Background: an optimization exercise with open tools, aiming at small area, a short achievable clock period and few clock cycles. Do not read the settings as production practice.
In this exercise RTL edits were held to simulation tests only and were not proved equivalent to the original.
Power and IR drop assume default switching activity.

## design/flow/run.sh

```bash
#!/bin/bash
# synth_recipe.tcl (not shown) runs the flow's synth.tcl, then flattens the netlist and writes it again
# the make line also repeats each setting of config.mk as NAME=value (left out here)
make -C /OpenROAD-flow-scripts/flow DESIGN_CONFIG=/design/flow/config.mk WORK_HOME=/design/flow/orfs CLKGATE_MAP_FILE= SYNTH_SCRIPT=/design/flow/synth_recipe.tcl finish
```

## design/flow/config.mk

```make
export PLATFORM = sky130hd
export DESIGN_NAME = bounded_list_with_tail_unit
export DESIGN_NICKNAME = bounded_list_with_tail_unit
export VERILOG_FILES = /design/flow/design.v
export SDC_FILE = /design/flow/constraint.sdc
export NUM_CORES = 4
export LEC_CHECK = 0
export CAP_MARGIN = 20
export CORE_MARGIN = 2
export CORE_UTILIZATION = 30
export SETUP_SLACK_MARGIN = 2.8
export SLEW_MARGIN = 20
```

## design/flow/constraint.sdc

```tcl
create_clock -name core_clock -period 5.0 [get_ports {clk}]
set_input_delay 1.0000 -clock core_clock [delete_from_list [all_inputs] [get_ports {clk}]]
set_output_delay 1.0000 -clock core_clock [all_outputs]
set_load 0.01 [all_outputs]
```

## design/flow/design.v

```verilog
module bounded_list_with_tail_unit #(
  parameter int CAPACITY = 32
) (
  input  logic        clk,
  input  logic        rst,
  input  logic        in_valid,
  output logic        in_ready,
  input  logic [2:0]  in_op,
  input  logic [31:0] in_value,
  input  logic [7:0]  in_index,
  output logic        out_valid,
  input  logic        out_ready,
  output logic [1:0]  out_status,
  output logic [31:0] out_value,
  output logic [10:0] out_count,
  output logic        out_last
);
  logic [31:0] mem [32];
  logic        r_valid;
  logic [31:0] r_val;
  logic [4:0]  r_slot;    
  logic [31:0] r_oh;      
  logic        r_wrap;    
  logic        r_wr, r_rd, r_sh;
  logic [1:0]  r_status;
  logic [5:0]  r_count;
  logic [4:0]  r_front, r_tail;
  logic [4:0]  r_rem;     
  logic        r_last;    
  logic        rdy;
  logic        rdy_port;  
  logic        sp_valid;
  logic [1:0]  sp_status;
  logic [31:0] sp_value;
  logic [5:0]  sp_count;
  logic        sp_last;
  logic [5:0]  o_count;
  logic        go, last;
  logic [31:0] onehot, ge_s, lt_f, mask;
  logic [31:0] wr_sel, sh_sel, hold_sel;
  logic [31:0] res_value;
  assign last    = r_last;
  always_comb begin
    for (int j = 0; j < 32; j++) begin
      ge_s[j]   = (5'(j) >= r_slot);
      lt_f[j]   = (5'(j) < r_front);
    end
  end
  assign onehot   = r_oh;
  assign mask     = r_wrap ? (ge_s & lt_f) : (ge_s | lt_f);
  assign wr_sel   = (go && r_wr) ? onehot : 32'd0;
  assign sh_sel   = (go && r_sh) ? mask : 32'd0;
  assign hold_sel = ~(wr_sel | sh_sel);
  always_comb begin
    res_value = 32'd0;
    for (int j = 0; j < 32; j++) begin
      res_value = res_value | (mem[j] & {32{r_rd && onehot[j]}});
    end
  end
  always_ff @(posedge clk) begin
    for (int j = 0; j < 32; j++) begin
      mem[j] <= (mem[j] & {32{hold_sel[j]}})
              | (mem[(j + 1) % 32] & {32{sh_sel[j]}})
              | (r_val & {32{wr_sel[j]}});
    end
  end
  logic [4:0]  a_front, a_tail;
  logic [5:0]  a_len;
  logic        a_full, a_empty, a_noidx;
  logic [5:0]  c_sum;
  logic [4:0]  c_slot, c_front, c_tail, c_rem;
  logic        c_wrap, c_wr, c_rd, c_sh, c_dump;
  logic [1:0]  c_status;
  logic [5:0]  c_count;
  logic [31:0] c_oh;
  assign a_front = r_front;
  assign a_tail  = r_tail;
  assign a_len   = r_count;
  assign a_full  = a_len[5];
  assign a_empty = (a_len == 6'd0);
  assign a_noidx = ({3'd0, in_index} >= {5'd0, a_len});
  assign c_sum   = {1'b0, a_front} + {1'b0, in_index[4:0]};
  always_comb begin
    c_slot   = a_front;
    c_wrap   = 1'b0;
    c_wr     = 1'b0;
    c_rd     = 1'b0;
    c_sh     = 1'b0;
    c_dump   = 1'b0;
    c_status = 2'd0;
    c_count  = a_len;
    c_front  = a_front;
    c_tail   = a_tail;
    c_rem    = a_len[4:0] - 5'd1;
    case (in_op)
      3'd0: begin
        c_slot = a_front - 5'd1;
        if (a_full) c_status = 2'd2;
        else begin
          c_wr    = 1'b1;
          c_count = a_len + 6'd1;
          c_front = a_front - 5'd1;
        end
      end
      3'd1: begin
        c_slot = a_tail;
        if (a_full) c_status = 2'd2;
        else begin
          c_wr    = 1'b1;
          c_count = a_len + 6'd1;
          c_tail  = a_tail + 5'd1;
        end
      end
      3'd2: begin
        c_slot = a_front;
        if (a_empty) c_status = 2'd1;
        else begin
          c_rd    = 1'b1;
          c_count = a_len - 6'd1;
          c_front = a_front + 5'd1;
        end
      end
      3'd3: begin
        c_slot = a_tail - 5'd1;
        if (a_empty) c_status = 2'd1;
        else begin
          c_rd    = 1'b1;
          c_count = a_len - 6'd1;
          c_tail  = a_tail - 5'd1;
        end
      end
      3'd4: begin
        c_slot = c_sum[4:0];
        c_wrap = c_sum[5];
        if (a_empty) c_status = 2'd1;
        else if (a_noidx) c_status = 2'd3;
        else begin
          c_rd    = 1'b1;
          c_sh    = 1'b1;
          c_count = a_len - 6'd1;
          c_tail  = a_tail - 5'd1;
        end
      end
      3'd5: begin
        c_slot = a_front;
        if (a_empty) c_status = 2'd1;
        else begin
          c_rd   = 1'b1;
          c_dump = 1'b1;
        end
      end
      default: ;
    endcase
  end
  always_comb begin
    for (int j = 0; j < 32; j++) c_oh[j] = (c_slot == 5'(j));
  end
  logic r_valid_d, sp_valid_d, r_last_d;
  logic [4:0] r_rem_d;
  assign r_valid_d  = rdy ? in_valid : r_valid;
  assign r_rem_d    = rdy ? c_rem : (go ? r_rem - 5'd1 : r_rem);
  assign r_last_d   = rdy ? (!c_dump || c_rem == 5'd0)
                          : (go ? (r_rem == 5'd1) : r_last);
  assign sp_valid_d = (!out_valid || out_ready) ? 1'b0 : (sp_valid || go);
  always_ff @(posedge clk) begin
    if (rst) begin
      r_valid  <= 1'b0;
      sp_valid <= 1'b0;
      rdy      <= 1'b1;
      rdy_port <= 1'b1;
      go       <= 1'b0;
    end else begin
      r_valid  <= r_valid_d;
      sp_valid <= sp_valid_d;
      rdy      <= !r_valid_d || (!sp_valid_d && r_last_d);
      rdy_port <= r_valid_d ? (!sp_valid_d && r_last_d) : 1'b1;
      go       <= r_valid_d && !sp_valid_d;
    end
  end
  always_ff @(posedge clk) begin
    if (rdy) begin
      r_val    <= in_value;
      r_slot   <= c_slot;
      r_oh     <= c_oh;
      r_wrap   <= c_wrap;
      r_wr     <= c_wr;
      r_rd     <= c_rd;
      r_sh     <= c_sh;
      r_status <= c_status;
    end else if (go) begin
      r_oh <= {r_oh[30:0], r_oh[31]};
    end
    r_rem  <= r_rem_d;
    r_last <= r_last_d;
  end
  always_ff @(posedge clk) begin
    if (rst) begin
      r_count <= 6'd0;
      r_front <= 5'd0;
      r_tail  <= 5'd0;
    end else if (rdy && in_valid) begin
      r_count <= c_count;
      r_front <= c_front;
      r_tail  <= c_tail;
    end
  end
  assign in_ready = rdy_port;
  logic h_hold, h_spare, h_new;
  assign h_hold  = out_valid && !out_ready;
  assign h_spare = !h_hold && sp_valid;
  assign h_new   = !h_hold && !sp_valid;
  always_ff @(posedge clk) begin
    if (rst) begin
      out_valid <= 1'b0;
    end else if (!out_valid || out_ready) begin
      out_valid <= sp_valid || go;
    end
    {out_status, out_value, o_count, out_last} <=
        ({out_status, out_value, o_count, out_last} & {41{h_hold}})
      | ({sp_status, sp_value, sp_count, sp_last} & {41{h_spare}})
      | ({r_status, res_value, r_count, last}     & {41{h_new}});
    if (!sp_valid) begin
      sp_status <= r_status;
      sp_value  <= res_value;
      sp_count  <= r_count;
      sp_last   <= last;
    end
  end
  assign out_count = {5'd0, o_count};
endmodule
```

==> results of run 1 <==
-- routing by layer --
layer / vias to the layer above / GRT usage / share of wire / wire length (um)
li1: 22500 / - / - / -
met1: 27300 / 0.383 / 0.34 / 105000
met2: 6349 / 0.419 / 0.37 / 115000
met3: 2082 / 0.151 / 0.18 / 57300
met4: 30 / 0.207 / 0.10 / 32100
met5: - / 0.00565 / 0.0031 / 948
-- per-stage QoR --
step                      area [um2]  power [W]  utilization
after global routing           66400     0.0296        0.382
after detailed placement       55900     0.0176        0.322
after floorplan                52700     0.0158            -
after CTS                      63100     0.0280        0.363
final                          66500     0.0288        0.383
after global placement         55800     0.0175        0.321
-- synthesized netlist by cell type, types with 5 or more instances --
library cell,instances
edfxtp_1,121
nand2b_1,8
ha_1,21
a211oi_1,8
o2bb2ai_1,33
nor3b_1,5
nor3_1,12
a21o_1,74
nand3_1,8
nor2_1,120
and2_1,6
and3_1,37
nand4_1,131
inv_1,25
o21a_1,6
buf_2,104
o41a_1,32
a22o_1,64
a31oi_1,35
nor2b_1,8
a22oi_1,1473
a21oi_1,52
buf_1,24
dfxtp_1,1088
maj3_1,18
mux2i_1,13
xnor2_1,18
o21ai_0,22
buf_4,9
o21ba_2,15
clkbuf_1,480
nand2_1,2034
-- area by class of cell --
cell class	count	area (um2)	area share
Multi-Input combinational cell	4335	26400	0.397
Sequential cell	1209	25500	0.384
Timing Repair Buffer	538	6950	0.105
Clock buffer	207	4090	0.0615
Tap cell	2325	2910	0.0437
Clock inverter	40	404	0.00607
Inverter	27	116	0.00175
Antenna cell	37	92.6	0.00139
-- worst max-delay path: cells and delay by family, from the launching register on --
kind | cells | cell delay, ps
flip-flops | 1 | 430
adder cells (fa/ha/maj) | 1 | 360
AO/OA/AOI/OAI | 2 | 460
buffers and inverters | 3 | 540
AND/OR/NAND/NOR | 3 | 500
-- power by group --
part	leakage [nW]	internal (W)	switching, W
registers	10.4	0.0120	0.00227
clock network	2.22	0.00593	0.00444
logic	15.5	0.00166	0.00251
total	28.1	0.0196	0.00922
-- worst paths after layout --
kind | from | to | cells past startpoint
worst max-delay path | r_slot[2] | mem[8][30] | 9
worst min-delay path | mem[11][12] | mem[11][12] | 2
worst max register to register | r_slot[2] | mem[8][30] | 9
worst min register to register | mem[11][12] | mem[11][12] | 2
-- state kept, by name (all words and copies together), names as in the netlist, 2 cells and up --
name / count
mem: 1024
o_count: 6
out_status: 2
out_value: 32
r_count: 6
r_front: 5
r_oh: 32
r_rem: 5
r_slot: 5
r_status: 2
r_tail: 5
r_val: 32
sp_count: 6
sp_status: 2
sp_value: 32
-- logic make-up (layout without fill, tap and decap cells) --
family                   Yosys count  in the layout  synth area share
adder cells (fa/ha/maj)           41             41           0.00903
XOR/XNOR                          22             22           0.00367
AO/OA/AOI/OAI                   1859           1861             0.268
buffers and inverters            647            812            0.0495
other                              1             42         0.0000714
flip-flops                      1209           1209             0.484
multiplexers                      15             15           0.00298
AND/OR/NAND/NOR                 2390           2391             0.183
-- what timing repair did --
action                      CTS  global route
setup endpoints to repair  1192           942
pin swaps                    69           153
cloned                        8            45
gates resized for setup     548           350
buffers inserted            143            69
==> impl_metrics.py, run 1 <==
metrics = {
    "sta": {
        "fin_tns_setup_ps": 0,
        "period_share": 0.490,
        "setup_viol_count_final": 0,
        "tightestPinTransition_ps": 1220,
        "fmax_mhz": 408,
        "hold_slack_ps": 459,
        "hold_viol": 0,
        "drv_slew": 0,
        "slew_headroom": 0.184,
        "min_period_ps": 2450,
        "fin_skew_ps": 33.3,
        "worst_slack_ps": 2550,
        "rsz0062_at_grt": "true",
    },
    "global_routing": {
        "grt_pass1_vias": 50700,
        "grt_pass1_wl_um": 395000,
        "grt_util_all_layers": 0.310,
        "grt_antenna_before_repair": 26,
        "grt_remaining_overflow": 0,
        "grt_max_degree": 87,
    },
    "power_and_ir_drop": {
        "power.leakage_nw": 28.1,
        "ir_drop_mv": 0.382,
        "p_per_area_mw_per_mm2": 433,
    },
    "setup_path": {
        "crit_chain": "buf_6, or3_4, a21o_1, maj3_2, buf_6, o21ba_4, clkbuf_16, nand2_1, nand2_1",
        "critPathLaunchType": "register",
        "end_kind": "register",
        "cp_max_fo": 7,
        "cp.required_ps": 5690,
        "crit_type": "register to register",
        "cp.arrival_ps": 3140,
        "max_stage_delay_ps": 430,
        "slowest_stage": "edfxtp_1",
        "r2r_slack_ps": 2550,
    },
    "detailed_routing": {
        "via_count": 58200,
        "viasPerCell": 6.68,
        "ant_nets": 0,
        "wl_per_cell_um": 35.6,
        "dr.pass1.iters": 14,
        "route.detailed.drc": 0,
        "finalWirelength_um": 310000,
        "drtIter0Drc": 13200,
    },
    "clock_tree": {
        "cts_buffer_depth": 3,
        "h-tree-depth": 4,
        "clock_sinks": 1209,
        "numCtsBuffers": 135,
        "clk_pin_slew_worst_paths_ps": 60,
        "cts_root_buf": "clkbuf_16",
        "ctsHoldBuffers": 0,
        "clk-insertion-delay-late_ps": 820,
        "cts_tree": "done",
    },
    "synthesis": {
        "synth.largest_area_cell": "dfxtp_1",
        "synth_ff_type": "dfxtp_1",
        "synth-edff-count": 121,
        "synth_area_leaders": "dfxtp_1 (41%), a22oi_1 (21%), nand2_1 (15%)",
        "ys_warn_count": 2,
        "synthArstFlopShare": 0,
        "synthCells": 6184,
        "synthesis.area_per_instance_um2": 8.49,
        "synth_top_area_share": 0.415,
        "synth_area_mm2": 0.0525,
        "synth.distinct_cells": 80,
        "ys_ff_latch": 1209,
        "synth_seq_area_share": 0.484,
    },
    "layout": {
        "final_cells": 8718,
        "drive_gt1_frac": 0.175,
        "final_common_cell": "nand2_1",
        "most-common-layout-cells": "nand2_1 (1972), a22oi_1 (1423), dfxtp_1 (1030), buf_4 (191), clkbuf_16 (182)",
        "area_growth_pct": 26.7,
        "fillerInstances": 17200,
        "fin_nets": 6315,
    },
    "die": {
        "die-height_um": 422,
        "die-area_mm2": 0.178,
        "core-area_mm2": 0.174,
        "die_x_um": 422,
        "start_util": 0.302,
        "ios": 95,
        "rows": 153,
    },
    "hold_path": {
        "hp-class": "register to register",
    },
    "place": {
        "placed_cells": 8158,
        "portBuffers": 89,
        "gp_congestion": 0.947,
        "dp_hpwl_um": 155000,
        "place_ws_ps": 1020,
    },
    "run": {
        "max_cap_viol_count": 0,
    },
    "outcome": {
        "status": "finished clean",
    },
}
Testbench counts, summed over its fixed seeds: cycles 27,267.
==> inputs of run 2 (changes only) <==
--- a/design/flow/config.mk
+++ b/design/flow/config.mk
@@ -8,5 +8,8 @@
 export CAP_MARGIN = 20
 export CORE_MARGIN = 2
 export CORE_UTILIZATION = 30
+export CTS_CLUSTER_DIAMETER = 60
+export CTS_CLUSTER_SIZE = 20
 export SETUP_SLACK_MARGIN = 2.8
 export SLEW_MARGIN = 20
+export TNS_END_PERCENT = 5
==> run 2 against run 1 <==
  * Design area shrank 6.3%
  * Non-clock buffer count fell by 118
  * Critical path type unchanged
  * Global-route usage shrank 0.39 points
  * Still clean on timing, DRC and antenna
  * Worst hold slack got worse by 18 ps
  * Critical endpoint is now mem[12][31]
  * Combinational power decreased by 9.1%
  * Flip-flop and latch count unchanged
  * Utilization shrank 2.4 points
==> impl_metrics.py, run 2 <==
metrics = {
    "sta": {
        "setup_viol_count_final": 0,
        "fin_skew_ps": 77.3,
        "min_period_ps": 2520,
        "drv_slew": 0,
        "rsz0062_at_grt": "true",
        "hold_viol": 0,
        "period_share": 0.505,
        "slew_headroom": 0.194,
        "tightestPinTransition_ps": 1210,
        "worst_slack_ps": 2480,
        "fin_tns_setup_ps": 0,
        "fmax_mhz": 396,
    },
    "setup_path": {
        "crit_type": "register to register",
        "cp_max_fo": 33,
        "r2r_slack_ps": 2480,
        "cp.required_ps": 5750,
        "end_kind": "register",
        "critPathLaunchType": "register",
        "reg2reg_to": "mem[12][31]",
        "cp.arrival_ps": 3280,
        "rr_worst_depth": 5,
        "reg2reg_from": "r_oh[12]",
    },
    "global_routing": {
        "grt_remaining_overflow": 0,
        "grt_antenna_before_repair": 21,
        "grt_util_all_layers": 0.306,
        "grt_pass1_wl_um": 391000,
        "grt_pass1_vias": 50200,
        "grt_max_degree": 87,
    },
    "layout": {
        "area_growth_pct": 18.8,
        "fin_nets": 6163,
        "most-common-layout-cells": "nand2_1 (2002), a22oi_1 (1473), dfxtp_1 (1065), buf_4 (183), nand4_1 (131)",
        "final_common_cell": "nand2_1",
        "largest_register": "mem",
        "fin_area_mm2": 0.0624,
        "drive_gt1_frac": 0.129,
        "largest_reg_flops": 1024,
        "fillerInstances": 17800,
    },
    "synthesis": {
        "synthesis.area_per_instance_um2": 8.49,
        "synth.largest_area_cell": "dfxtp_1",
        "synth_top_area_share": 0.415,
        "synth_ff_type": "dfxtp_1",
        "synth_common_cells": "nand2_1 (2034), a22oi_1 (1473), dfxtp_1 (1088)",
        "synth_area_mm2": 0.0525,
        "synth_seq_area_share": 0.484,
        "synth.distinct_cells": 80,
        "synthCells": 6184,
        "synth_area_leaders": "dfxtp_1 (41%), a22oi_1 (21%), nand2_1 (15%)",
        "synthArstFlopShare": 0,
        "ys_ff_latch": 1209,
        "ys_warn_count": 2,
        "post-synth-top-count-cell": "nand2_1",
        "synth-edff-count": 121,
    },
    "die": {
        "core-area_mm2": 0.174,
        "die-area_mm2": 0.178,
        "ios": 95,
        "rows": 153,
        "start_util": 0.302,
        "die-height_um": 422,
        "die_x_um": 422,
    },
    "place": {
        "dp_hpwl_um": 154000,
        "gp_congestion": 0.963,
        "place_ws_ps": 997,
        "place_area_mm2": 0.0559,
        "portBuffers": 89,
    },
    "power_and_ir_drop": {
        "ir_drop_mv": 0.330,
        "p_per_area_mw_per_mm2": 434,
        "power.leakage_nw": 26.5,
    },
    "outcome": {
        "status": "finished clean",
    },
    "clock_tree": {
        "clk-insertion-delay-late_ps": 820,
        "cts_root_buf": "clkbuf_16",
        "cts_tree": "done",
        "numCtsBuffers": 102,
        "clock_sinks": 1209,
        "clk_pin_slew_worst_paths_ps": 80,
        "ctsHoldBuffers": 0,
        "cts_buffer_depth": 3,
        "h-tree-depth": 3,
    },
    "detailed_routing": {
        "finalWirelength_um": 290000,
        "route.detailed.drc": 0,
        "via_count": 55700,
        "ant_nets": 0,
        "viasPerCell": 6.53,
        "dr.pass1.iters": 12,
        "drtIter0Drc": 11900,
        "wl_per_cell_um": 34.1,
    },
    "hold_path": {
        "hp-class": "register to register",
        "min_from": "mem[25][30]",
        "whs_path_depth": 2,
        "hold_path_end": "mem[24][30]",
    },
    "run": {
        "max_cap_viol_count": 0,
    },
}
## run 2: cell counts after synthesis
Identical to the previous run, type by type.
## run 2: final cells by class
cell class,instances,area (um2),share of cell area
Timing Repair Buffer,420,4520,0.0725
Sequential cell,1209,25500,0.408
Clock buffer,116,2710,0.0435
Tap cell,2325,2910,0.0466
Inverter,27,120,0.00193
Multi-Input combinational cell,4334,25500,0.409
Antenna cell,19,47.5,0.000762
Clock inverter,76,1060,0.0170
## run 2: logic make-up (layout without fill, tap and decap cells)
logic type | Yosys count | count (layout) | synth area share
AO/OA/AOI/OAI | 1859 | 1859 | 0.268
XOR/XNOR | 22 | 22 | 0.00367
adder cells (fa/ha/maj) | 41 | 41 | 0.00903
buffers and inverters | 647 | 639 | 0.0495
flip-flops | 1209 | 1209 | 0.484
multiplexers | 15 | 15 | 0.00298
other | 1 | 24 | 0.0000714
AND/OR/NAND/NOR | 2390 | 2392 | 0.183
## run 2: worst max path at each step
stage               cells after the start           from  slack [ps]             to
global route                            8      r_slot[3]        2590     mem[5][28]
finish                                  5       r_oh[12]        2480    mem[12][31]
CTS                                     1  out_value[18]        2650  out_value[18]
detailed placement                      8       in_op[1]        1000       r_oh[28]
floorplan                               9    in_index[0]        2240       r_oh[19]
global placement                        8       in_op[1]         990       r_oh[30]
## run 2: metrics by stage
| stage | hold WS [ps] | instances | total power [W] | utilization |
|---|---|---|---|---|
| final | 441 | 8526 | 0.0271 | 0.359 |
| after global routing | 473 | 8509 | 0.0279 | 0.359 |
| after CTS | 441 | 8458 | 0.0266 | 0.352 |
| after detailed placement | 446 | 8164 | 0.0175 | 0.322 |
| after global placement | 443 | 8156 | 0.0174 | 0.321 |
| after floorplan | 403 | 6188 | 0.0158 | - |
## run 2: power breakdown
group | total (W) | switching (W) | internal, W | leakage [nW]
clock network | 0.00916 | 0.00451 | 0.00464 | 1.82
logic | 0.00379 | 0.00235 | 0.00145 | 14.3
registers | 0.0141 | 0.00213 | 0.0120 | 10.4
## run 2: routing by layer
| metal | vias up | track usage | share of wire |
|---|---|---|---|
| met1 | 26100 | 0.377 | 0.35 |
| met4 | 20 | 0.195 | 0.087 |
| met2 | 5774 | 0.415 | 0.38 |
| met3 | 1707 | 0.155 | 0.18 |
| li1 | 22100 | - | - |
| met5 | - | 0.00323 | 0.0016 |
## run 2: repair_timing
action | 4_1_cts | 5_1_grt
endpoints found under the setup margin | 1191 | 1129
pin swaps | 47 | 34
cloned | 7 | 10
gates resized for setup | 368 | 130
setup buffers | 95 | 30
## run 2: worst max-delay path: stages, from the launching register on
cell and delay, ps:
edfxtp_1 400, buf_6 590, and3_2 320, buf_4 610, a22oi_1 260, nand2_1 110
==> inputs of run 3 (changes only) <==
--- a/design/flow/config.mk
+++ b/design/flow/config.mk
@@ -10,6 +10,6 @@
 export CORE_UTILIZATION = 30
 export CTS_CLUSTER_DIAMETER = 60
 export CTS_CLUSTER_SIZE = 20
-export SETUP_SLACK_MARGIN = 2.8
+export SETUP_SLACK_MARGIN = 3.0
 export SLEW_MARGIN = 20
 export TNS_END_PERCENT = 5
==> run 3 against run 2 <==
  * Design area rose by 1.9%
  * Fmax rose by 1.4%
  * First-iteration DRC count rose by 3.6%
  * Flip-flop and latch count did not move
  * Clock skew fell by 5.8 ps
  * Die area did not move
  * Total power fell by 0.58%
  * Register-to-register slack improved by 40 ps
  * Sequential power barely moved
  * Clock power fell by 2.9%
  * Worst hold slack improved by 17 ps
  * Non-clock buffer count rose by 37
  * Critical path type unchanged
==> impl_metrics.py, run 3 <==
metrics = {
    "sta": {
        "hold_slack_ps": 458,
        "fin_tns_setup_ps": 0,
        "slew_headroom": 0.214,
        "period_share": 0.498,
        "fin_skew_ps": 71.6,
        "setup_viol_count_final": 0,
        "rsz0062_at_grt": "true",
        "fmax_mhz": 402,
        "hold_viol": 0,
        "drv_slew": 0,
        "min_period_ps": 2490,
        "tightestPinTransition_ps": 1180,
    },
    "outcome": {
        "status": "finished clean",
    },
    "setup_path": {
        "end_kind": "register",
        "critPathLaunchType": "register",
        "slowest_stage": "buf_4",
        "cp.arrival_ps": 3200,
        "crit_type": "register to register",
        "max_stage_delay_ps": 690,
        "crit_chain": "buf_6, and3_2, buf_4, a22oi_1, nand2_1",
        "cp_max_fo": 33,
        "cp.required_ps": 5710,
    },
    "clock_tree": {
        "clk-insertion-delay-late_ps": 800,
        "cts_tree": "done",
        "cts_buffer_depth": 3,
        "h-tree-depth": 3,
        "cts_root_buf": "clkbuf_16",
        "numCtsBuffers": 101,
        "clock_sinks": 1209,
        "clk_pin_slew_worst_paths_ps": 80,
    },
    "synthesis": {
        "synth.largest_area_cell": "dfxtp_1",
        "ys_warn_count": 2,
        "synth_seq_area_share": 0.484,
        "synth_area_mm2": 0.0525,
        "synth_top_area_share": 0.415,
        "ys_ff_latch": 1209,
        "post-synth-top-count-cell": "nand2_1",
        "synth-edff-count": 121,
        "synthesis.area_per_instance_um2": 8.49,
        "synth_common_cells": "nand2_1 (2034), a22oi_1 (1473), dfxtp_1 (1088)",
        "synthCells": 6184,
        "synth.distinct_cells": 80,
        "synthArstFlopShare": 0,
        "synth_ff_type": "dfxtp_1",
        "synth_area_leaders": "dfxtp_1 (41%), a22oi_1 (21%), nand2_1 (15%)",
    },
    "die": {
        "die_x_um": 422,
        "core-area_mm2": 0.174,
        "die-height_um": 422,
        "die-area_mm2": 0.178,
        "rows": 153,
        "start_util": 0.302,
        "ios": 95,
    },
    "power_and_ir_drop": {
        "power.leakage_nw": 27.1,
        "p_clk_frac": 0.330,
        "p_per_area_mw_per_mm2": 423,
        "p_switching_w": 0.00904,
        "sequentialPowerShare": 0.525,
        "swShare": 0.336,
        "power_frac_comb": 0.145,
        "intPower_w": 0.0179,
        "ir_drop_mv": 0.289,
    },
    "layout": {
        "final_common_cell": "nand2_1",
        "most-common-layout-cells": "nand2_1 (2012), a22oi_1 (1473), dfxtp_1 (1063), buf_4 (170), nand4_1 (131)",
        "drive_gt1_frac": 0.139,
        "area_growth_pct": 21.1,
        "largest_reg_flops": 1024,
        "fin_nets": 6201,
        "largest_register": "mem",
    },
    "detailed_routing": {
        "viasPerCell": 6.63,
        "ant_nets": 0,
        "dr.pass1.iters": 14,
        "drtIter0Drc": 12300,
        "via_count": 56800,
        "finalWirelength_um": 300000,
        "wl_per_cell_um": 34.9,
        "route.detailed.drc": 0,
    },
    "global_routing": {
        "grt_max_degree": 74,
        "grt_remaining_overflow": 0,
        "grt_antenna_before_repair": 29,
        "grt_util_all_layers": 0.314,
        "grt_pass1_vias": 50300,
        "grt_pass1_wl_um": 399000,
    },
    "place": {
        "dp_hpwl_um": 153000,
        "gp_congestion": 0.959,
        "portBuffers": 89,
    },
    "run": {
        "max_cap_viol_count": 0,
    },
    "hold_path": {
        "hp-class": "register to register",
    },
}
[run 3: cell counts after synthesis]
No cell type changed its count.
[run 3: through the flow]
stage | cells | util | cell area [um2] | setup WS, ps | total power [W]
global placement | 8152 | 0.321 | 55800 | 1100 | 0.0174
CTS | 8496 | 0.359 | 62400 | 2710 | 0.0264
floorplan | 6188 | - | 52600 | 2240 | 0.0158
finish | 8573 | 0.366 | 63500 | 2510 | 0.0269
detailed placement | 8161 | 0.322 | 56000 | 1110 | 0.0176
global route | 8547 | 0.365 | 63500 | 2560 | 0.0277
[run 3: timing repair]
item	4_1_cts	5_1_grt
cloned	24	7
pin swaps	66	31
setup buffers	120	32
endpoints found under the setup margin	1232	1197
resized for setup	484	132
hold buffers	0	0
[run 3: cell families (layout without fill, tap and decap cells)]
group	Yosys count	after routing	synth area share
AND/OR/NAND/NOR	2390	2393	0.183
AO/OA/AOI/OAI	1859	1859	0.268
flip-flops	1209	1209	0.484
buffers and inverters	647	676	0.0495
adder cells (fa/ha/maj)	41	41	0.00903
XOR/XNOR	22	22	0.00367
multiplexers	15	15	0.00298
other	1	33	0.0000714
[run 3: path summary, 6_finish.rpt]
kind         cells past startpoint     endpoint        start  slack, ps
min reg2reg                      2  mem[28][24]  mem[28][24]        460
max reg2reg                      5    mem[0][1]      r_oh[0]       2510
min                              2  mem[28][24]  mem[28][24]        460
max                              5    mem[0][1]      r_oh[0]       2510
[run 3: final cells by class]
type | count | area [um2]
repair inverters | 1 | 7.51
multi-input cells | 4335 | 25800
diodes | 28 | 70.1
well taps | 2325 | 2910
clock inverters | 77 | 962
inverters | 27 | 124
flip-flops and latches | 1209 | 25500
clock buffers | 114 | 2670
repair buffers | 457 | 5560
fillers | 17500 | 110000
[run 3: layer usage]
| metal | track usage | routed length [um] | vias up |
|---|---|---|---|
| li1 | - | - | 22300 |
| met1 | 0.386 | 103000 | 26600 |
| met3 | 0.164 | 55100 | 1860 |
| met2 | 0.419 | 112000 | 6043 |
| met4 | 0.215 | 28500 | 28 |
| met5 | 0.00108 | 482 | - |
[run 3: power by group through the flow]
| stage | sequential [W] | clock, W | combinational (W) |
|---|---|---|---|
| 3_5_place_dp | 0.0143 | 0 | 0.00329 |
| 4_1_cts | 0.0140 | 0.00886 | 0.00355 |
| 6_report | 0.0141 | 0.00889 | 0.00390 |
| 2_1_floorplan | 0.0134 | 0 | 0.00237 |
| 5_1_grt | 0.0143 | 0.00925 | 0.00421 |
| 3_3_place_gp | 0.0142 | 0 | 0.00316 |
[run 3: worst max-delay path: cells and delay by family, from the launching register on]
| kind | cells | cell delay [ps] |
|---|---|---|
| buf+inv | 2 | 1330 |
| simple gates | 2 | 460 |
| flops | 1 | 400 |
| compound gates | 1 | 190 |
==> inputs of run 4 (changes only) <==
--- a/design/flow/config.mk
+++ b/design/flow/config.mk
@@ -7,9 +7,9 @@
 export LEC_CHECK = 0
 export CAP_MARGIN = 20
 export CORE_MARGIN = 2
-export CORE_UTILIZATION = 30
+export CORE_UTILIZATION = 40
 export CTS_CLUSTER_DIAMETER = 60
 export CTS_CLUSTER_SIZE = 20
-export SETUP_SLACK_MARGIN = 3.0
+export SETUP_SLACK_MARGIN = 2.8
 export SLEW_MARGIN = 20
 export TNS_END_PERCENT = 5
==> run 4 against run 3 <==
  * Still clean
  * Area after synthesis is the same
  * Worst setup slack worse by 110 ps
  * Routed wire length is 2.8% lower
  * Die area down 25%
  * Cell count is 6.6% lower
  * Global-route usage is 9.1 points higher
  * Critical path depth unchanged
  * Total power increased by 0.36%
  * Non-clock buffer count up 2
  * Worst hold slack gained 1.1 ps
  * Critical path type unchanged
  * Critical endpoint is now mem[24][29]
  * Largest power group unchanged
  * Highest routed layer unchanged
==> impl_metrics.py, run 4 <==
metrics = {
    "synthesis": {
        "synth_area_mm2": 0.0525,
        "synth_area_leaders": "dfxtp_1 (41%), a22oi_1 (21%), nand2_1 (15%)",
        "synth_common_cells": "nand2_1 (2034), a22oi_1 (1473), dfxtp_1 (1088)",
        "synth_top_area_share": 0.415,
        "synth_seq_area_share": 0.484,
        "ys_warn_count": 2,
        "synth-compound-area-share": 0.268,
        "yosys-mux-area-fraction": 0.00298,
        "ys_ff_latch": 1209,
        "synth-edff-count": 121,
        "synthCells": 6184,
        "synthArstFlopShare": 0,
        "synthesis.area_per_instance_um2": 8.49,
        "synth_ff_type": "dfxtp_1",
        "synth.largest_area_cell": "dfxtp_1",
        "yosys.area_share.simple": 0.183,
        "synth_xor_area_frac": 0.00367,
        "synth_top_family_by_area": "compound AO/OA/AOI/OAI gates",
        "synth.distinct_cells": 80,
        "synth_fa_ha_area_frac": 0.00903,
        "post-synth-top-count-cell": "nand2_1",
    },
    "global_routing": {
        "met1_usage": 0.507,
        "grt_max_degree": 87,
        "grt_util_all_layers": 0.406,
        "use_met2": 0.538,
        "grt.busiest_layer": "met2",
        "grt_remaining_overflow": 0,
        "grt_pass1_wl_um": 389000,
        "grt_antenna_before_repair": 26,
        "grtUsageMet3": 0.203,
        "grt_pass1_vias": 50200,
    },
    "clock_tree": {
        "clock_sinks": 1209,
        "cts_buffer_depth": 3,
        "clk-insertion-delay-late_ps": 770,
        "cts_tree": "done",
        "ctsHoldBuffers": 0,
        "h-tree-depth": 3,
        "cts_root_buf": "clkbuf_16",
        "numCtsBuffers": 106,
        "clk_pin_slew_worst_paths_ps": 80,
    },
    "sta": {
        "min_period_ps": 2600,
        "rsz0062_at_grt": "true",
        "slew_headroom": 0.194,
        "tightestPinTransition_ps": 1210,
        "fmax_mhz": 385,
        "fin_skew_ps": 46.5,
        "period_share": 0.520,
        "fin_tns_setup_ps": 0,
        "setup_viol_count_final": 0,
        "hold_viol": 0,
        "drv_slew": 0,
    },
    "setup_path": {
        "path_common_cell": "buf_4",
        "cp.required_ps": 5700,
        "crit_type": "register to register",
        "max_stage_delay_ps": 790,
        "end_kind": "register",
        "cp.arrival_ps": 3300,
        "cpLargestDelayFamily": "buffers and inverters",
        "crit_chain": "buf_4, and3_2, buf_4, a22oi_1, nand2_1",
        "slowest_stage": "buf_4",
        "crit_buf_inv": 2,
        "critPathLaunchType": "register",
        "cp_max_fo": 33,
    },
    "layout": {
        "seq_area_mm2": 0.0255,
        "final_common_cell": "nand2_1",
        "fillerInstances": 12200,
        "most-common-layout-cells": "nand2_1 (2022), a22oi_1 (1471), dfxtp_1 (1070), buf_4 (224), nand4_1 (131)",
        "fin_nets": 6209,
        "drive_gt1_frac": 0.128,
        "area_growth_pct": 18.5,
        "multi_input_area_mm2": 0.0257,
        "largest_reg_flops": 1024,
        "largest_register": "mem",
    },
    "die": {
        "rows": 132,
        "die_x_um": 366,
        "die-area_mm2": 0.134,
        "die-height_um": 366,
        "start_util": 0.404,
        "core-area_mm2": 0.130,
        "ios": 95,
    },
    "power_and_ir_drop": {
        "power_w": 0.0270,
        "p_per_area_mw_per_mm2": 434,
        "power.leakage_nw": 26.7,
        "ir_drop_mv": 0.351,
    },
    "outcome": {
        "status": "finished clean",
    },
    "detailed_routing": {
        "via_count": 56700,
        "viasPerCell": 7.08,
        "drtIter0Drc": 12100,
        "dr.pass1.iters": 10,
        "ant_nets": 0,
        "finalWirelength_um": 291000,
        "route.detailed.drc": 0,
        "wl_per_cell_um": 36.3,
    },
    "place": {
        "dp_hpwl_um": 154000,
        "gp_congestion": 0.963,
        "portBuffers": 89,
    },
    "hold_path": {
        "hp-class": "register to register",
    },
    "run": {
        "max_cap_viol_count": 0,
    },
}
==> run 4: cell count changes in the layout (fill, tap and decap cells not counted), moves of 8 or more <==
cell             before   now
buf_12               62    50
buf_6                67    49
nand2_2              12     0
buf_4               170   224
clkdlybuf4s15_1       1    21
clkinvlp_4            7    15
buf_16               23    10
nand2_1            2012  2022
dlygate4sd2_1         2    18
bufbuf_16            11     0
buf_2                41     3
==> run 4: cells by family (layout without fill, tap and decap cells) <==
kind of cell,Yosys count,count (layout)
AND/OR/NAND/NOR,2390,2393
AO/OA/AOI/OAI,1859,1861
flip-flops,1209,1209
buffers and inverters,647,687
adder cells (fa/ha/maj),41,41
XOR/XNOR,22,22
multiplexers,15,15
other,1,40
==> run 4: final cells by class <==
class	instances	share of cell area
Clock inverter	78	0.0146
Sequential cell	1209	0.409
Timing Repair Buffer	459	0.0801
Inverter	27	0.00193
Clock buffer	123	0.0450
Antenna cell	35	0.00141
Multi-Input combinational cell	4337	0.413
Tap cell	1742	0.0350
==> run 4: worst paths after layout <==
| kind | to | slack [ps] | cells past startpoint | from |
|---|---|---|---|---|
| worst max register to register | mem[24][29] | 2400 | 5 | r_oh[24] |
| worst min-delay path | mem[2][10] | 460 | 2 | mem[2][10] |
| worst max-delay path | mem[24][29] | 2400 | 5 | r_oh[24] |
| worst min register to register | mem[2][10] | 460 | 2 | mem[2][10] |
==> run 4: report_power, final <==
| part | leakage [nW] | switching [W] | internal (W) | total [W] |
|---|---|---|---|---|
| clock | 1.77 | 0.00451 | 0.00451 | 0.00902 |
| combinational | 14.5 | 0.00240 | 0.00149 | 0.00388 |
| sequential | 10.4 | 0.00211 | 0.0120 | 0.0141 |
==> run 4: layer usage <==
metal | vias up | part of all wire | wire length, um
met3 | 1772 | 0.18 | 52800
met2 | 5916 | 0.38 | 110000
met4 | 32 | 0.091 | 26600
li1 | 22300 | - | -
met1 | 26700 | 0.35 | 101000
met5 | - | 0.0023 | 677
==> run 4: stage by stage <==
| stage | instance area [um2] | hold slack [ps] | util | cells | setup WS (ps) |
|---|---|---|---|---|---|
| floorplan | 52600 | 403 | - | 6188 | 2240 |
| global placement | 55000 | 440 | 0.424 | 7576 | 1070 |
| detailed placement | 55200 | 446 | 0.425 | 7585 | 1130 |
| CTS | 60800 | 458 | 0.468 | 7917 | 2620 |
| global route | 62100 | 472 | 0.479 | 7977 | 2560 |
| finish | 62200 | 459 | 0.479 | 8010 | 2400 |
==> run 4: repair_timing <==
| item | 4_1_cts | 5_1_grt |
|---|---|---|
| setup buffers | 126 | 40 |
| setup endpoints to repair | 1230 | 1214 |
| hold endpoints to repair | 0 | 0 |
| gates cloned | 5 | 8 |
| pin swaps | 41 | 49 |
| resized for setup | 255 | 139 |
==> run 4: worst reg2reg max path, delay by kind of cell, from the launching register on <==
| kind | cells | cell delay [ps] |
|---|---|---|
| DFF | 1 | 390 |
| AOI/OAI and AO/OA | 1 | 250 |
| and+or+nand+nor | 2 | 470 |
| buffers and inverters | 2 | 1440 |
==> inputs of run 5 (changes only) <==
--- a/design/flow/design.v
+++ b/design/flow/design.v
@@ -18,10 +18,10 @@
   logic [31:0] mem [32];
   logic        r_valid;
   logic [31:0] r_val;
-  logic [4:0]  r_slot;    
   logic [31:0] r_oh;      
-  logic        r_wrap;    
-  logic        r_wr, r_rd, r_sh;
+  logic        r_wr, r_rd;
+  logic [31:0] r_mask;    
+  logic [31:0] wsel, ssel;  
   logic [1:0]  r_status;
   logic [5:0]  r_count;
   logic [4:0]  r_front, r_tail;
@@ -36,20 +36,13 @@
   logic        sp_last;
   logic [5:0]  o_count;
   logic        go, last;
-  logic [31:0] onehot, ge_s, lt_f, mask;
+  logic [31:0] onehot;
   logic [31:0] wr_sel, sh_sel, hold_sel;
   logic [31:0] res_value;
   assign last    = r_last;
-  always_comb begin
-    for (int j = 0; j < 32; j++) begin
-      ge_s[j]   = (5'(j) >= r_slot);
-      lt_f[j]   = (5'(j) < r_front);
-    end
-  end
   assign onehot   = r_oh;
-  assign mask     = r_wrap ? (ge_s & lt_f) : (ge_s | lt_f);
-  assign wr_sel   = (go && r_wr) ? onehot : 32'd0;
-  assign sh_sel   = (go && r_sh) ? mask : 32'd0;
+  assign wr_sel   = wsel;
+  assign sh_sel   = ssel;
   assign hold_sel = ~(wr_sel | sh_sel);
   always_comb begin
     res_value = 32'd0;
@@ -72,7 +65,7 @@
   logic        c_wrap, c_wr, c_rd, c_sh, c_dump;
   logic [1:0]  c_status;
   logic [5:0]  c_count;
-  logic [31:0] c_oh;
+  logic [31:0] c_oh, c_mask, ge_s, lt_f;
   assign a_front = r_front;
   assign a_tail  = r_tail;
   assign a_len   = r_count;
@@ -153,8 +146,13 @@
     endcase
   end
   always_comb begin
-    for (int j = 0; j < 32; j++) c_oh[j] = (c_slot == 5'(j));
-  end
+    for (int j = 0; j < 32; j++) begin
+      c_oh[j] = (c_slot == 5'(j));
+      ge_s[j] = (5'(j) >= c_sum[4:0]);
+      lt_f[j] = (5'(j) < a_front);
+    end
+  end
+  assign c_mask = c_sh ? (c_wrap ? (ge_s & lt_f) : (ge_s | lt_f)) : 32'd0;
   logic r_valid_d, sp_valid_d, r_last_d;
   logic [4:0] r_rem_d;
   assign r_valid_d  = rdy ? in_valid : r_valid;
@@ -169,23 +167,29 @@
       rdy      <= 1'b1;
       rdy_port <= 1'b1;
       go       <= 1'b0;
+      wsel     <= 32'd0;
+      ssel     <= 32'd0;
     end else begin
       r_valid  <= r_valid_d;
       sp_valid <= sp_valid_d;
       rdy      <= !r_valid_d || (!sp_valid_d && r_last_d);
       rdy_port <= r_valid_d ? (!sp_valid_d && r_last_d) : 1'b1;
       go       <= r_valid_d && !sp_valid_d;
+      wsel     <= (r_valid_d && !sp_valid_d)
+                  ? (rdy ? (c_wr ? c_oh : 32'd0) : (go ? 32'd0 : (r_wr ? r_oh : 32'd0)))
+                  : 32'd0;
+      ssel     <= (r_valid_d && !sp_valid_d)
+                  ? (rdy ? c_mask : (go ? 32'd0 : r_mask))
+                  : 32'd0;
     end
   end
   always_ff @(posedge clk) begin
     if (rdy) begin
       r_val    <= in_value;
-      r_slot   <= c_slot;
       r_oh     <= c_oh;
-      r_wrap   <= c_wrap;
+      r_mask   <= c_mask;
       r_wr     <= c_wr;
       r_rd     <= c_rd;
-      r_sh     <= c_sh;
       r_status <= c_status;
     end else if (go) begin
       r_oh <= {r_oh[30:0], r_oh[31]};
--- a/design/flow/config.mk
+++ b/design/flow/config.mk
@@ -7,7 +7,7 @@
 export LEC_CHECK = 0
 export CAP_MARGIN = 20
 export CORE_MARGIN = 2
-export CORE_UTILIZATION = 40
+export CORE_UTILIZATION = 30
 export CTS_CLUSTER_DIAMETER = 60
 export CTS_CLUSTER_SIZE = 20
 export SETUP_SLACK_MARGIN = 2.8
==> run 5 against run 4 <==
  * Critical endpoint is now out_value[14]
  * Non-clock buffer count decreased by 98
  * Synthesized cell count increased by 6.1%
  * Clock skew decreased by 2.0 ps
  * Routed wire length increased by 1.5%
  * Cell count increased by 12%
  * First-iteration DRC count increased by 0.96%
  * Clock power increased by 7.0%
==> impl_metrics.py, run 5 <==
metrics = {
    "outcome": {
        "status": "finished clean",
    },
    "setup_path": {
        "slowest_stage": "buf_4",
        "critPathLaunchType": "register",
        "cp_max_fo": 31,
        "max_stage_delay_ps": 780,
        "cp.arrival_ps": 3390,
        "crit_type": "register to register",
        "r2r_slack_ps": 2300,
        "crit_chain": "buf_4, a22oi_1, nand4_1, o41a_1, nand2_1, a31oi_1",
        "end_kind": "register",
        "cp.required_ps": 5690,
    },
    "detailed_routing": {
        "wl_per_cell_um": 33.0,
        "dr.pass1.iters": 14,
        "via_count": 58100,
        "route.detailed.drc": 0,
        "drtIter0Drc": 12200,
        "ant_nets": 0,
        "finalWirelength_um": 295000,
        "viasPerCell": 6.49,
    },
    "sta": {
        "period_share": 0.540,
        "fin_skew_ps": 44.4,
        "min_period_ps": 2700,
        "worst_slack_ps": 2300,
        "slew_headroom": 0.158,
        "drv_slew": 0,
        "tightestPinTransition_ps": 1260,
        "fin_tns_setup_ps": 0,
        "hold_viol": 0,
        "rsz0062_at_grt": "true",
        "setup_viol_count_final": 0,
        "fmax_mhz": 370,
    },
    "layout": {
        "fin_nets": 6440,
        "fillerInstances": 18700,
        "largest_register": "mem",
        "largest_reg_flops": 1024,
        "area_growth_pct": 16.3,
        "drive_gt1_frac": 0.113,
        "final_common_cell": "nand2_1",
        "most-common-layout-cells": "nand2_1 (2201), a22oi_1 (1536), dfxtp_1 (1074), buf_4 (203), edfxtp_1 (146)",
        "fin_area_mm2": 0.0643,
        "utilization": 0.351,
    },
    "power_and_ir_drop": {
        "p_clk_frac": 0.396,
        "ir_drop_mv": 0.310,
        "power_w": 0.0243,
        "swShare": 0.303,
        "power.leakage_nw": 26.6,
        "power_frac_comb": 0.100,
        "p_per_area_mw_per_mm2": 378,
        "p_switching_w": 0.00736,
        "intPower_w": 0.0170,
        "sequentialPowerShare": 0.503,
    },
    "clock_tree": {
        "numCtsBuffers": 111,
        "cts_buffer_depth": 3,
        "cts_root_buf": "clkbuf_16",
        "h-tree-depth": 3,
        "clk-insertion-delay-late_ps": 780,
        "clk_pin_slew_worst_paths_ps": 90,
        "cts_tree": "done",
        "ctsHoldBuffers": 0,
        "clock_sinks": 1298,
    },
    "global_routing": {
        "grt_pass1_vias": 52600,
        "use_met2": 0.406,
        "grt_remaining_overflow": 0,
        "grt_antenna_before_repair": 16,
        "grt_max_degree": 75,
        "grt_pass1_wl_um": 403000,
        "met1_usage": 0.383,
        "grtUsageMet3": 0.136,
        "grt_util_all_layers": 0.300,
        "grt.busiest_layer": "met2",
    },
    "place": {
        "place_area_mm2": 0.0587,
        "dp_hpwl_um": 155000,
        "gp_congestion": 0.935,
        "portBuffers": 89,
        "place_ws_ps": 832,
    },
    "synthesis": {
        "ys_ff_latch": 1298,
        "synthArstFlopShare": 0,
        "synthesis.area_per_instance_um2": 8.43,
        "synth_area_leaders": "dfxtp_1 (42%), a22oi_1 (21%), nand2_1 (15%)",
        "synth_common_cells": "nand2_1 (2203), a22oi_1 (1536), dfxtp_1 (1152)",
        "synth_top_area_share": 0.417,
        "synth-edff-count": 146,
        "post-synth-top-count-cell": "nand2_1",
        "synthCells": 6560,
        "synth.distinct_cells": 87,
        "synth.largest_area_cell": "dfxtp_1",
        "synth_area_mm2": 0.0553,
        "synth_seq_area_share": 0.496,
        "ys_warn_count": 2,
        "synth_ff_type": "dfxtp_1",
    },
    "die": {
        "die-area_mm2": 0.188,
        "die_x_um": 433,
        "start_util": 0.302,
        "ios": 95,
        "core-area_mm2": 0.183,
        "rows": 157,
        "die-height_um": 433,
    },
    "hold_path": {
        "hp-class": "register to register",
    },
    "run": {
        "max_cap_viol_count": 0,
    },
}
## run 5: cell count changes in the layout (fill, tap and decap cells not counted), sizes merged, moves of 25 or more
cell / previous run / this run
a21o: 74 / 3
a22o: 64 / 0
a22oi: 1473 / 1537
and3: 37 / 8
buf: 363 / 271
dfxtp: 1088 / 1152
dlygate4sd2: 18 / 43
edfxtp: 121 / 146
inv: 65 / 103
nand2: 2035 / 2203
nor2: 126 / 166
o21ai: 28 / 76
o2bb2ai: 33 / 0
## run 5: power by group through the flow
stage / registers, W / clock network (W) / logic (W)
6_report: 0.0122 / 0.00965 / 0.00244
4_1_cts: 0.0123 / 0.00962 / 0.00215
3_3_place_gp: 0.0125 / 0 / 0.00194
2_1_floorplan: 0.0121 / 0 / 0.00139
3_5_place_dp: 0.0125 / 0 / 0.00202
5_1_grt: 0.0123 / 0.0100 / 0.00255
## run 5: layout make-up
cell class	instances	area, um2	area share
timing repair buffer	361	3560	0.0554
sequential	1298	27600	0.429
clock inverter	94	1110	0.0172
clock buffer	115	2860	0.0444
tap	2464	3080	0.0479
multi-input combinational	4544	25900	0.403
inverter	55	214	0.00333
antenna	19	47.5	0.000739
## run 5: worst paths after layout
kind                   from            end  cells after the start
setup / recovery    r_oh[6]  out_value[14]                      6
setup reg to reg    r_oh[6]  out_value[14]                      6
hold / removal    r_mask[5]        ssel[5]                      2
hold reg to reg   r_mask[5]        ssel[5]                      2
## run 5: metrics by stage
step | instances | hold WS (ps)
after detailed placement | 8631 | 432
after CTS | 8882 | 446
after global routing | 8932 | 474
after floorplan | 6564 | 418
final | 8950 | 442
after global placement | 8617 | 430
## run 5: logic make-up (layout without fill, tap and decap cells)
family | after synthesis | count (layout) | synth area share
adder cells (fa/ha/maj) | 42 | 42 | 0.00873
flip-flops | 1298 | 1298 | 0.496
AND/OR/NAND/NOR | 2616 | 2617 | 0.189
buffers and inverters | 723 | 625 | 0.0513
XOR/XNOR | 23 | 23 | 0.00364
AO/OA/AOI/OAI | 1836 | 1836 | 0.247
multiplexers | 21 | 21 | 0.00387
other | 1 | 24 | 0.0000678
## run 5: worst max-delay path: cells and delay by family, from the launching register on
| family | cells | cell delay [ps] |
|---|---|---|
| flops | 1 | 510 |
| simple gates | 2 | 300 |
| compound gates | 3 | 960 |
| buf+inv | 1 | 780 |
## run 5: repair_timing
| item | in CTS | in global routing |
|---|---|---|
| setup endpoints to repair | 322 | 352 |
| gates resized for setup | 175 | 78 |
| pin swaps | 41 | 30 |
| setup buffers | 37 | 26 |
| cloned | 5 | 5 |
## run 5: layer usage
| layer | share of wire | wire length, um | vias to the layer above |
|---|---|---|---|
| met1 | 0.36 | 106000 | 27500 |
| met3 | 0.18 | 52200 | 1737 |
| met2 | 0.38 | 113000 | 5807 |
| met4 | 0.081 | 23900 | 24 |
| met5 | 0.00062 | 184 | - |
| li1 | - | - | 23100 |
Testbench counts of run 5, summed over its fixed seeds: cycles 27,267.

-- static timing again, ports no longer ideal --
How much do the figures lean on ideal ports? The routed layouts below were timed once more, with nothing changed but the port constraints.
Step 1 assumes that a clkbuf_16 drives the clock port and a buf_2 every other input.
Step 2 also shifts input and output timing later by t, the mid clock arrival at the registers, as if the neighbouring blocks saw the same clock.
a / b / c = ideal / step 1 / step 2; a / b = the first two.
| run | t (ns) | slack for setup (ns) | worst setup path at the end |
|---|---|---|---|
| run 1 | 0.895 | 2.551 / 2.551 / 1.928 | input to register |
| run 2 | 0.853 | 2.475 / 2.475 / 1.930 | input to register |
| run 3 | 0.840 | 2.511 / 2.511 / 1.934 | input to register |
| run 4 | 0.827 | 2.402 / 2.402 / 1.869 | input to register |
| run 5 | 0.851 | 2.300 / 2.300 / 1.612 | input to register |
After both steps setup and hold are still met in every run listed. For run 5, which loses most, drivers alone change the setup slack by 0.000 ns; drivers and shift together by -0.688 ns.
